Background: an optimization exercise with open tools, aiming at small area, a short achievable clock period and few clock cycles per item. Do not read the settings as production practice. Function was checked by simulation only, so behaviour that the tests miss may differ from the original.

==> flow/design.v (outline; a module is shown in full before it is edited, if it fits) <==
// module rgba_source_over_blend: 3299 lines
module rgba_source_over_blend (
  input  logic        clk,
  input  logic        rst,
  input  logic        s_tvalid,
  output logic        s_tready,
  input  logic [63:0] s_tdata,
  output logic        m_tvalid,
  input  logic        m_tready,
  output logic [31:0] m_tdata
);
  // ...
==> flow/flow/run.sh <==
#!/bin/bash
# Standard synthesis and layout (the standard.sh); the only change is a
# larger setup slack margin for the resizer's timing repair, so that it keeps
# improving the worst paths past the 10 ns constraint. Clock period, I/O
# delays and loads stay as in constraint.sdc. One log per ORFS step.
set -euo pipefail
MARGIN=5.4
for t in synth floorplan place cts route finish; do
  bash standard.sh SETUP_SLACK_MARGIN=$MARGIN $t > flow_$t.log 2>&1
done
==> flow/standard.sh <==
#!/bin/bash
# synth_recipe.tcl (not shown) runs the flow's synth.tcl, then flattens the netlist and writes it again
# the make line also repeats each setting of config.mk as NAME=value (left out here)
make -C /OpenROAD-flow-scripts/flow DESIGN_CONFIG=/design/flow/config.mk WORK_HOME=/design/flow/orfs CLKGATE_MAP_FILE= SYNTH_SCRIPT=/design/flow/synth_recipe.tcl "${@:-finish}"
==> flow/config.mk <==
export PLATFORM = sky130hd
export DESIGN_NAME = rgba_source_over_blend
export DESIGN_NICKNAME = rgba_source_over_blend
export VERILOG_FILES = /design/flow/design.v
export SDC_FILE = /design/flow/constraint.sdc
export NUM_CORES = 4
export LEC_CHECK = 0
export ABC_AREA = 1
export CAP_MARGIN = 0
export CORE_MARGIN = 2
export CORE_UTILIZATION = 40
export CTS_BUF_LIST = sky130_fd_sc_hd__clkbuf_4 sky130_fd_sc_hd__clkbuf_8
export PLACE_DENSITY = 0.75
export SLEW_MARGIN = 0
==> flow/constraint.sdc <==
create_clock -name core_clock -period 10.0 [get_ports {clk}]
set_input_delay 2.0000 -clock core_clock [delete_from_list [all_inputs] [get_ports {clk}]]
set_output_delay 2.0000 -clock core_clock [all_outputs]
set_load 0.01 [all_outputs]
==> run summary, run 1 <==
status no timing/DRC/antenna violations; worst-margin pin slew 1.11 ns; most frequent cells in the layout nand2_1, inv_1, edfxtp_1; DIE HEIGHT 386 µm; Worst-path clk slew 0.06 ns; reg2reg start d4[9]$_DFFE_PP_; Layout Nets 8248; grt ovf 0; largest family of logic cells by synthesized area simple AND/OR/NAND/NOR gates; mux cell area share after synthesis 0.000514; fin cells 9357; total setup buffers inserted after CTS 25; critical setup path kind in2out; core area 145000 µm²; max_cap viols 0; multi-input combinational area share 0.527; Leading cell kind multi-input gates; fin crit share 0.464; CTS tree done; Synth area leaders edfxtp_1, ha_1, nand2_1, fa_1, inv_1; Yosys top cell area share 0.334; met1 global-route usage 0.246; Final Wtd Congestion 0.964; Diodes inserted 2; max reg flops 48; post-route cell area 66300 µm²; CLK BUF 139; most frequent cell after synthesis nand2_1; Hold WS 0.402 ns; Synth Area in Compound Gates 0.103; HP Start q4_2[0]$_DFFE_PP_; Multi-input gate area 34900 µm²; Synth Flop Type edfxtp_1; share of post-route cells with drive strength above 1 0.0908; clock buffer depth 3; Crit-path slowest cell clkinvlp_4; DR WL met3 7290 µm; Vias 48000; unique cell type count in the Yosys netlist 63; crit path DAT 2.64 ns; Seq/total area 0.297
Testbench counts, summed over its fixed seeds: cycles 12,056, items 12,000.
==> run 2: changes to the inputs <==
--- a/flow/design.v
+++ b/flow/design.v
@@ -7,20 +7,21 @@
   input  logic        s_tvalid,
   output logic        s_tready,
   input  logic [63:0] s_tdata,
   output logic        m_tvalid,
   input  logic        m_tready,
   output logic [31:0] m_tdata
 );
   logic go;
+  logic sv;
+  logic [31:0] skid;
   logic [31:0] res;
   logic res_v;
-  assign go = ~m_tvalid | m_tready;
-  assign s_tready = go;
+  assign s_tready = ~(m_tvalid & sv);
   logic [7:0]  fa, ba;
   logic [7:0]  m0 [3];
   logic [2:0]  n0;
   logic [7:0]  bc0 [3];
   logic        v0;
   always_ff @(posedge clk) begin
     if (rst) v0 <= 1'b0;
     else if (go) v0 <= s_tvalid;
@@ -3289,14 +3290,35 @@
   assign qf_2 = {{q6_2, g1_2}, g0_2};
   assign cf_2 = (qf_2[0] & (~n6_2 | (ro1_2 != {1'b0, d6}))) ^ n6_2;
   logic [7:0] s0_2, s1_2;
   assign s0_2 = bc6_2 + (qf_2[8:1] ^ {8{n6_2}});
   assign s1_2 = s0_2 + 8'd1;
   assign res[23:16] = cf_2 ? s1_2 : s0_2;
   assign res[31:24] = alpha;
   assign res_v = v6;
+  logic push, pop, ld_head;
+  assign push    = go & res_v;
+  assign pop     = m_tvalid & m_tready;
+  assign ld_head = pop | ~m_tvalid;
   always_ff @(posedge clk) begin
-    if (rst) m_tvalid <= 1'b0;
-    else if (go) m_tvalid <= res_v;
+    if (rst) begin
+      m_tvalid <= 1'b0;
+      sv       <= 1'b0;
+      go       <= 1'b1;
+    end else begin
+      if (ld_head) begin
+        m_tvalid <= sv | push;
+        sv       <= sv & push;
+        go       <= ~(sv & push);
+      end else begin
+        sv       <= sv | push;
+        go       <= ~(sv | push);
+      end
+    end
+  end
+  always_ff @(posedge clk) begin
+    if (ld_head) m_tdata <= sv ? skid : res;
+  end
+  always_ff @(posedge clk) begin
+    if (push & ~(ld_head & ~sv)) skid <= res;
   end
-  always_ff @(posedge clk) if (go) m_tdata <= res;
 endmodule
==> flow/run.sh (new file) <==
#!/bin/bash
# synth_recipe.tcl (not shown) runs the flow's synth.tcl, then flattens the netlist and writes it again
# the make line also repeats each setting of config.mk as NAME=value (left out here)
make -C /OpenROAD-flow-scripts/flow DESIGN_CONFIG=/design/flow/config.mk WORK_HOME=/design/flow/orfs CLKGATE_MAP_FILE= SYNTH_SCRIPT=/design/flow/synth_recipe.tcl finish
--- a/flow/config.mk
+++ b/flow/config.mk
@@ -6,9 +6,10 @@
 export NUM_CORES = 4
 export LEC_CHECK = 0
 export ABC_AREA = 1
 export CAP_MARGIN = 0
 export CORE_MARGIN = 2
 export CORE_UTILIZATION = 40
 export CTS_BUF_LIST = sky130_fd_sc_hd__clkbuf_4 sky130_fd_sc_hd__clkbuf_8
 export PLACE_DENSITY = 0.75
+export SETUP_SLACK_MARGIN = 5
 export SLEW_MARGIN = 0
removed: flow/flow/run.sh
removed: flow/standard.sh
==> run summary, run 2 <==
most frequent cell after synthesis nand2_1; Filler cells 13600; GRT Total Usage 0.201; critical setup path kind reg2reg; RSZ-0062 raised after global routing yes; htree depth 3; HP Start bc3_2[5]$_DFFE_PP_; Die W 385 µm; Period minus WS final 4.81 ns; worst reg2reg setup slack 5.19 ns; clk_skew 0.0599 ns; reg2reg start d5[10]$_DFFE_PP_; crit path DAT 5.48 ns (+2.84 ns); WL final 151000 µm; Vias 46300 (-3.6%); path type of the worst min-delay path reg2reg; TritonCTS Buffers 113; Clock Latency Late Sink 0.86 ns; Residual DRC 0; Final Max Slew Viols 0; post-synthesis sequential area ratio 0.355; Ys Warns 5; final hold violation count 0; TNS Setup 0 ns; first-pass GRT wire length 238000 µm; Synth Flop Type edfxtp_1; status no timing/DRC/antenna violations; worst-path fanout max 32; DIE HEIGHT 385 µm (-0.22%); starting density of the core 0.404; P&R area growth vs syn 10.9%; syn_nets 7698; I/O pin count 102; Reg-to-Reg End r6_0[17]$_DFFE_PP_; Post-synth EDFFs 682; maximum clock frequency 208 MHz; Commonest cells post-synth nand2_1, inv_1, edfxtp_1; CTS tree done; CTS Sinks 691; Endpoint, Worst Hold bc4_2[5]$_DFFE_PP_; Final Wtd Congestion 0.970 (+0.62%); core area 144000 µm² (-0.95%); Worst slew margin 0.325; Top reg by flops p2; Post-DP Area 61200 µm²; vias in the first global route 44800; Layout Nets 7881 (-4.4%); Port Buffers 101; num rows 139; flops & latches, synth 691; largest area contributor in the netlist edfxtp_1; Crit. End Element register; Hold Crit Depth 0; Mapped Area 58200 µm²; Synth area leaders edfxtp_1, ha_1, nand2_1, fa_1, inv_1; Root Buffer clkbuf_8; most common cell after layout, fill and taps aside nand2_1; share of post-route cells with drive strength above 1 0.0678 (-0.0229); worst-margin pin slew 1.01 ns (-0.101 ns); fin cells 8982 (-4.0%); Via density 5.15; Cells after Synth 6795; Worst-path clk slew 0.07 ns (about the same); Critical Path Source Type register; post-DP HPWL 117000 µm; FFs w/ async S/R, synth 0; Yosys top cell area share 0.352 (+0.0180); post-route cell area 64500 µm² (-2.6%); final setup violation count 0; unique cell type count in the Yosys netlist 64 (+1.6%); antenna violations before repair 4; 1st-pass router iterations 6; Largest regs p2 (48), m_tdata (32), skid (32); fin crit share 0.481 (+0.0163); cell count of the worst reg-to-reg path 22; Syn Area/Cell 8.56 µm²; max_cap viols 0 (unchanged); Hold Buf Count CTS 0; placed insts 8703; die area 149000 µm²; most frequent cells in the layout nand2_1, inv_1, edfxtp_1; Starting DRT DRC Count 3247; clock buffer depth 3 (unchanged); max reg flops 48 (unchanged); Final ANT Viol Nets 0; grt ovf 0 (unchanged); DR WL/cell 16.8 µm; pin count of the biggest net entering global routing 187; critical path required time 10.68 ns
## run 2: cell count changes in the layout (fill, tap and decap cells not counted), moves of 24 or more
cell,previous run,this run
xnor2_1,143,173
edfxtp_1,650,682
a21oi_1,490,514
a21oi_2,56,20
nor2_1,485,394
buf_4,176,83
o21ai_1,25,65
nor3_1,24,55
inv_1,963,1014
nand3_1,460,271
nand2_1,1727,1643
o21bai_1,44,20
## run 2: per-layer routing
metal	global-route usage	part of all wire	up-vias	routed length (µm)
li1	-	-	22800	-
met1	0.263	0.43	21700	65500
met2	0.338	0.47	1404	70300
met3	0.0273	0.057	313	8550
met4	0.0794	0.044	2	6600
met5	0	0.000046	-	7
## run 2: stage by stage
stage	setup slack (ns)	utilization	hold WS, ns
2_1_floorplan	3.75	-	0.400
3_3_place_gp	4.30	0.425	0.401
3_5_place_dp	4.28	0.425	0.405
4_1_cts	5.01	0.443	0.413
5_1_grt	4.96	0.448	0.418
6_report	5.19	0.448	0.409
## run 2: logic make-up (layout without fill, tap and decap cells)
logic type / count (synthesis) / count (layout) / share of synthesized area
compound gates: 1065 / 1065 / 0.104
fa+ha+maj: 835 / 835 / 0.206
other cells: 0 / 3 / 0
simple gates: 2524 / 2525 / 0.180
flops: 691 / 691 / 0.355
buf+inv: 1191 / 1471 / 0.0803
mux: 9 / 9 / 0.00161
xor+xnor: 480 / 480 / 0.0732
## run 2: layout make-up
cell class	count	area [µm²]	share of cell area
Multi-Input combinational cell	4914	33000	0.512
Sequential cell	691	20700	0.320
Inverter	1063	4110	0.0636
Tap cell	1903	2380	0.0369
Timing Repair Buffer	195	1830	0.0283
Clock buffer	136	1730	0.0268
Clock inverter	77	783	0.0121
Antenna cell	3	7.51	0.000116
## run 2: what timing repair did
action                     4_1_cts  5_1_grt
pin swaps                        1        1
gates resized for setup         18       76
gates cloned                     0        1
setup endpoints to repair       86      201
setup buffers                   10       52
## run 2: how the worst max path moves through the flow
stage	end	from	depth (start not counted)
final	r6_0[17]$_DFFE_PP_	d5[10]$_DFFE_PP_	22
after detailed placement	r6_1[17]$_DFFE_PP_	d5[1]$_DFFE_PP_	20
after floorplan	skid[0]$_DFFE_PP_	go$_SDFF_PP1_	2
after global routing	r5_2[5]$_DFFE_PP_	d4[15]$_DFFE_PP_	22
after global placement	r6_1[17]$_DFFE_PP_	d5[1]$_DFFE_PP_	20
after CTS	r5_2[5]$_DFFE_PP_	d4[6]$_DFFE_PP_	22
## run 2: worst max-delay path: stages, from the launching register on
cell	delay, ns
edfxtp_1	0.53
clkinvlp_4	0.27
buf_4	0.21
ha_2	0.31
a21oi_1	0.17
o21ai_0	0.14
a221oi_1	0.30
nand3_1	0.16
buf_8	0.21
o21ai_2	0.25
ha_1	0.33
a21oi_1	0.14
nand2_1	0.11
a21oi_2	0.24
o21ai_1	0.16
nand3_1	0.11
nand3_1	0.10
a21o_1	0.22
nor2_4	0.18
nand2_4	0.15
inv_6	0.16
nand2_1	0.07
nand2_1	0.12
Testbench counts of run 2, summed over its fixed seeds: cycles 12,056, items 12,000.

afterwards: timing with drivers on the ports:
How much do the figures lean on ideal ports? The routed layouts below were timed once more, with nothing changed but the port constraints.
Step 1 assumes that a clkbuf_16 drives the clock port and a buf_2 every other input.
Step 2, shift: input delay + t, output delay - t, t = (earliest + latest rising clock arrival at the registers) / 2. This alone moves slack from input paths to output paths.
Three values: no drivers, after step 1, after step 2; two values: the first two.
run	t, ns	setup slack, ns	worst setup path at the end	clock arrival spread, ns	worst data-port slew with drivers (ns)
run 1	0.900	5.355 / 5.322 / 4.978	input to register	0.079 / 0.079	0.06
run 2	0.902	5.192 / 5.192 / 5.152	input to register	0.073 / 0.072	0.04
After both steps every run listed still meets setup and hold. The setup slack of run 1, which loses most, moves by -0.033 ns with the drivers and by -0.377 ns with both steps.
